This is an optimization exercise on Yosys and OpenROAD, whose aim is small area, a short achievable clock period and few clock cycles per item, not a production implementation. In this exercise RTL edits were held to simulation tests only and were not proved equivalent to the original. Power figures rest on the tool's default switching activity, not on a simulated workload.

Design rational_arithmetic_unit_core, start of the top module:
module rational_arithmetic_unit_core #(
  parameter int unsigned VALUE_WIDTH = 32
) (
  input  logic                                clk,
  input  logic                                rst_n,
  input  logic                                in_valid,
  output logic                                in_ready,
  input  logic [1:0]                          in_command,
  input  logic signed [rau_pkg::FieldWidth-1:0] in_left_num,
  input  logic signed [rau_pkg::FieldWidth-1:0] in_left_den,
  input  logic signed [rau_pkg::FieldWidth-1:0] in_right_num,
  input  logic signed [rau_pkg::FieldWidth-1:0] in_right_den,
  output logic                                out_valid,
  input  logic                                out_ready,
  output logic signed [rau_pkg::FieldWidth-1:0] out_result_num,
  output logic [rau_pkg::DenOutWidth-1:0]     out_result_den,
  output logic [1:0]                          out_status
);
Size in the first run: about 540 flip-flops, roughly 200 I/O pins.
Settings: LEC_CHECK=0, CAP_MARGIN=20, CORE_MARGIN=2, CORE_UTILIZATION=65, PLACE_DENSITY=0.75, SLEW_MARGIN=20, TNS_END_PERCENT=0; clock period 12.0 ns.
standard.sh (not shown) runs the stock make flow with config.mk's settings and CLKGATE_MAP_FILE= SYNTH_SCRIPT=/design/flow/synth_recipe.tcl, a recipe that flattens the netlist after the stock synthesis.
==> flow/flow/run.sh <==
#!/bin/bash
# standard layout, with repair_timing asked for more setup slack than the
# clock needs so that the critical paths are sized and buffered, and the
# port buffers made with the smallest buffer cell
cp standard.sh standard_sh.txt
export SETUP_SLACK_MARGIN=8.5
export BUFFER_PORTS_ARGS="-buffer_cell sky130_fd_sc_hd__buf_1"
bash standard.sh > standard.log 2>&1
Testbench counts at the start, summed over its fixed seeds: cycles 53,907, items 2,400.
==> next run, changes <==
--- a/flow/config.mk
+++ b/flow/config.mk
@@ -10,2 +10,2 @@
-export CORE_UTILIZATION = 65
-export PLACE_DENSITY = 0.75
+export CORE_UTILIZATION = 50
+export PLACE_DENSITY = 0.65
What happened: Cell count came out higher by a few percent; via count fell slightly; utilization drops by 17 points; routed wire length grows by a few percent; die area went up by a quarter to a third.
==> next run, changes <==
--- a/flow/config.mk
+++ b/flow/config.mk
@@ -10,2 +10,4 @@
-export CORE_UTILIZATION = 50
-export PLACE_DENSITY = 0.65
+export CORE_UTILIZATION = 65
+export CTS_BUF_LIST = sky130_fd_sc_hd__clkbuf_8
+export CTS_CLUSTER_SIZE = 20
+export PLACE_DENSITY = 0.75
Worst setup slack gets better by 0.10 ns; global-route usage rose by 7.3 points; worst hold slack got worse by 0.064 ns.
==> next run, changes <==
--- a/flow/config.mk
+++ b/flow/config.mk
@@ -10,4 +10,2 @@
-export CORE_UTILIZATION = 65
-export CTS_BUF_LIST = sky130_fd_sc_hd__clkbuf_8
-export CTS_CLUSTER_SIZE = 20
-export PLACE_DENSITY = 0.75
+export CORE_UTILIZATION = 75
+export PLACE_DENSITY = 0.85
=>
- The new run passed the timing, design-rule and antenna checks
- setup slack gets worse by 0.22 ns
- via count climbs by 3.0%
- fmax goes down by about 4.6%
- hold slack is worse by 0.0095 ns
- sequential share of layout area goes up by 0.23 points

## run A
rational_arithmetic_unit_core, a different RTL version from the one above (not shown whole).
For scale: ~560 flip-flops, roughly 0.043 mm2 of cells after synthesis.
==> flow/config.mk <==
export PLATFORM = sky130hd
export DESIGN_NAME = rational_arithmetic_unit_core
export DESIGN_NICKNAME = rational_arithmetic_unit_core
export VERILOG_FILES = /design/flow/design.v
export SDC_FILE = /design/flow/constraint.sdc
export NUM_CORES = 4
export LEC_CHECK = 0
export CAP_MARGIN = 20
export CORE_MARGIN = 2
export CORE_UTILIZATION = 50
export PLACE_DENSITY = 0.65
export SLEW_MARGIN = 20
export TNS_END_PERCENT = 0
==> flow/constraint.sdc <==
create_clock -name core_clock -period 12.0 [get_ports {clk}]
set_input_delay 2.4000 -clock core_clock [delete_from_list [all_inputs] [get_ports {clk}]]
set_output_delay 2.4000 -clock core_clock [all_outputs]
set_load 0.01 [all_outputs]
==> flow/flow/run.sh <==
#!/bin/bash
# standard layout, with repair_timing asked for more setup slack than the
# clock needs so that the critical paths are sized and buffered, and the
# port buffers made with the smallest buffer cell
cp standard.sh standard_sh.txt
export SETUP_SLACK_MARGIN=9.5
export BUFFER_PORTS_ARGS="-buffer_cell sky130_fd_sc_hd__buf_1"
bash standard.sh > standard.log 2>&1
Testbench counts of run A, summed over its fixed seeds: cycles 53,907, items 2,400.
[inputs] run B vs run A
==> flow/flow/run.sh <==
#!/bin/bash
# standard layout, with repair_timing asked for more setup slack than the
# clock needs so that the critical paths are sized and buffered, and the
# port buffers made with the smallest buffer cell
cp standard.sh standard_sh.txt
export SETUP_SLACK_MARGIN=8.5
export BUFFER_PORTS_ARGS="-buffer_cell sky130_fd_sc_hd__buf_1"
bash standard.sh > standard.log 2>&1
## What came out
On register-to-register slack, run A tracks run B almost exactly. Run B vs. run A: post-route minimum period closely matched the old numbers; area overhead of the layout relative to synthesis closely matched the old numbers.

== indigo ==
rational_arithmetic_unit_core, a different RTL version from the one above (not shown whole).
For scale: about 4600 cells after synthesis, about 540 flip-flops, roughly 200 I/O pins, roughly 42000 sq um of cells after synthesis.
==> flow/config.mk <==
export PLATFORM = sky130hd
export DESIGN_NAME = rational_arithmetic_unit_core
export DESIGN_NICKNAME = rational_arithmetic_unit_core
export VERILOG_FILES = /design/flow/design.v
export SDC_FILE = /design/flow/constraint.sdc
export NUM_CORES = 4
export LEC_CHECK = 0
export CAP_MARGIN = 20
export CORE_MARGIN = 2
export CORE_UTILIZATION = 65
export PLACE_DENSITY = 0.75
export SLEW_MARGIN = 20
export TNS_END_PERCENT = 0
==> flow/constraint.sdc <==
create_clock -name core_clock -period 12.0 [get_ports {clk}]
set_input_delay 2.4000 -clock core_clock [delete_from_list [all_inputs] [get_ports {clk}]]
set_output_delay 2.4000 -clock core_clock [all_outputs]
set_load 0.01 [all_outputs]
==> flow/flow/run.sh <==
#!/bin/bash
# standard layout, with repair_timing asked for more setup slack than the
# clock needs so that the critical paths are sized and buffered, and the
# port buffers made with the smallest buffer cell
cp standard.sh standard_sh.txt
export SETUP_SLACK_MARGIN=8.5
export BUFFER_PORTS_ARGS="-buffer_cell sky130_fd_sc_hd__buf_1"
bash standard.sh > standard.log 2>&1
Both conditions hold for indigo: the flow ran to the end and the final layout passed the timing, design-rule and antenna checks.
Testbench counts of indigo, summed over its fixed seeds: cycles 53,907, items 2,400.
The following lists how juniper was set up differently from indigo:
Settings: TNS_END_PERCENT changed from 0 to 10; CORE_UTILIZATION changed from 65 to 50; PLACE_DENSITY changed from 0.75 to 0.65.
Across both runs, met3 track demand over resource was lower for juniper than for indigo.
Between indigo and juniper, worst hold slack across all endpoints is lower for juniper, indigo comes in above that.
Re initial core utilization: juniper is 15 points down on indigo.
Of indigo and juniper, the run reporting the lower clock period minus worst slack was juniper.
Note that the wire length on met1 recorded for indigo amounts to 0.905 times the value seen in juniper.
juniper against indigo: net switching component of the power climbed about 6.5%; post-route core utilization lost 13 points.
[inputs] cedar vs juniper
Settings: TNS_END_PERCENT now 0, was 10.
--- outcome ---
Against juniper, cedar reports a total buffers and inverters traversed by the critical path that is lower.
The run showing the smaller first-pass GRT wire length is cedar.
juniper -> cedar: height of the die delta 0, exact match
Compared with juniper, cedar shows a worst setup slack that is 0.056 ns lower.
juniper ended up with met4 as its highest metal layer used by the detailed router; cedar ended up with met5.

Another version of the RTL of rational_arithmetic_unit_core (not shown whole).
Size: roughly 4600 cells after synthesis, roughly 540 flip-flops, roughly 200 I/O pins, ~0.041 mm² of cells after synthesis.
==> flow/config.mk <==
export PLATFORM = sky130hd
export DESIGN_NAME = rational_arithmetic_unit_core
export DESIGN_NICKNAME = rational_arithmetic_unit_core
export VERILOG_FILES = /design/flow/design.v
export SDC_FILE = /design/flow/constraint.sdc
export NUM_CORES = 4
export LEC_CHECK = 0
export CAP_MARGIN = 20
export CORE_MARGIN = 2
export CORE_UTILIZATION = 65
export PLACE_DENSITY = 0.75
export SLEW_MARGIN = 20
export TNS_END_PERCENT = 0
==> flow/constraint.sdc <==
create_clock -name core_clock -period 12.0 [get_ports {clk}]
set_input_delay 2.4000 -clock core_clock [delete_from_list [all_inputs] [get_ports {clk}]]
set_output_delay 2.4000 -clock core_clock [all_outputs]
set_load 0.01 [all_outputs]
Scripts as last shown in full above: flow/flow/run.sh
Testbench counts at the start, summed over its fixed seeds: cycles 53,907, items 2,400.
Next try:
CORE_UTILIZATION = 50   (was 65)
PLACE_DENSITY = 0.65   (was 0.75)
The changed run ran to the end with no violations.
Setup slack gains 56 ps.
Synthesized area does not change.
Die area grows by 29%.
Maximum frequency grows by 1.2%.
Clock-buffer cell count shrinks by 2.
Wire length grows by 3.2%.
Final area grows by 0.97%.

## before
Another version of the RTL of rational_arithmetic_unit_core (not shown whole).
For scale: ~4700 cells after synthesis, about 560 flip-flops, ~200 I/O pins, ~43000 um2 of cells after synthesis.
export LEC_CHECK = 0
export CAP_MARGIN = 20
export CORE_MARGIN = 2
export CORE_UTILIZATION = 50
export PLACE_DENSITY = 0.65
export SLEW_MARGIN = 20
create_clock -name core_clock -period 12.0 [get_ports {clk}]
run.sh (not shown) runs the stock make flow with config.mk's settings and CLKGATE_MAP_FILE= SYNTH_SCRIPT=/design/flow/synth_recipe.tcl, a recipe that flattens the netlist after the stock synthesis.
Stock flow here: none of the scripts above is used.
Testbench counts of before, summed over its fixed seeds: cycles 53,264, items 2,400.
--- input diff before..after ---
==> flow/flow/run.sh (new file) <==
#!/bin/bash
# standard layout, with repair_timing asked for more setup slack than the
# clock needs so that the critical paths are sized and buffered
cp standard.sh standard_sh.txt
export SETUP_SLACK_MARGIN=8.0
bash standard.sh > standard.log 2>&1
==> flow/standard.sh (new file) <==
#!/bin/bash
# synth_recipe.tcl (not shown) runs the flow's synth.tcl, then flattens the netlist and writes it again
# the make line also repeats each setting of config.mk as NAME=value (left out here)
make -C /OpenROAD-flow-scripts/flow DESIGN_CONFIG=/design/flow/config.mk WORK_HOME=/design/flow/orfs CLKGATE_MAP_FILE= SYNTH_SCRIPT=/design/flow/synth_recipe.tcl "${@:-finish}"
removed: flow/run.sh
Results
- Note that the post-layout instance area recorded for after amounts to 1.13 times the value seen in before.
- [compare] base=before new=after: sequential share of layout area shrank by 3.6 points, number of resized instances in the post-cts repair step rose 287, internal power of the cells now sits higher, met1 usage in global routing moved up.

port drivers added, routing unchanged:
The flow's constraints put no driver on any port. The routed layouts listed below were extracted and timed again, unchanged, in two steps. Step 1: set_driving_cell puts a clkbuf_16 on clk and a buf_2 on each other input, an assumption about the parent block. Step 2 adds t to the input delays and takes it off the output delays; t is the mean of the earliest and latest rising clock arrival at the registers after step 1. Input paths then give back, and output paths get back, about the clock's delay inside the block. Slacks: ideal / step 1 / step 2; pairs: ideal / step 1.
run | t, ns | setup slack, ns | slew at the worst register clock pin (ns) | cell pins on the clock port's net
the first run of note 1 | 0.703 | 7.551 / 7.551 / 7.551 | 0.07 / 0.07 | 1
the second run of note 1 | 0.689 | 7.428 / 7.428 / 7.428 | 0.07 / 0.07 | 1
the third run of note 1 | 0.771 | 7.533 / 7.533 / 7.533 | 0.07 / 0.07 | 1
the fourth run of note 1 | 0.721 | 7.318 / 7.318 / 7.318 | 0.07 / 0.07 | 1
run A | 0.679 | 7.345 / 7.345 / 7.345 | 0.07 / 0.07 | 1
run B | 0.679 | 7.345 / 7.345 / 7.345 | 0.07 / 0.07 | 1
indigo | 0.708 | 7.303 / 7.303 / 7.303 | 0.07 / 0.07 | 1
juniper | 0.685 | 7.339 / 7.339 / 7.339 | 0.06 / 0.06 | 1
cedar | 0.683 | 7.283 / 7.283 / 7.283 | 0.07 / 0.07 | 1
the first run of note 4 | 0.702 | 7.266 / 7.266 / 7.266 | 0.07 / 0.07 | 1
the second run of note 4 | 0.669 | 7.321 / 7.321 / 7.321 | 0.07 / 0.07 | 1
before | 0.692 | 4.257 / 4.257 / 4.257 | 0.06 / 0.06 | 1
after | 0.708 | 6.335 / 6.335 / 6.335 | 0.07 / 0.07 | 1
After both steps setup and hold are still met in every run listed.
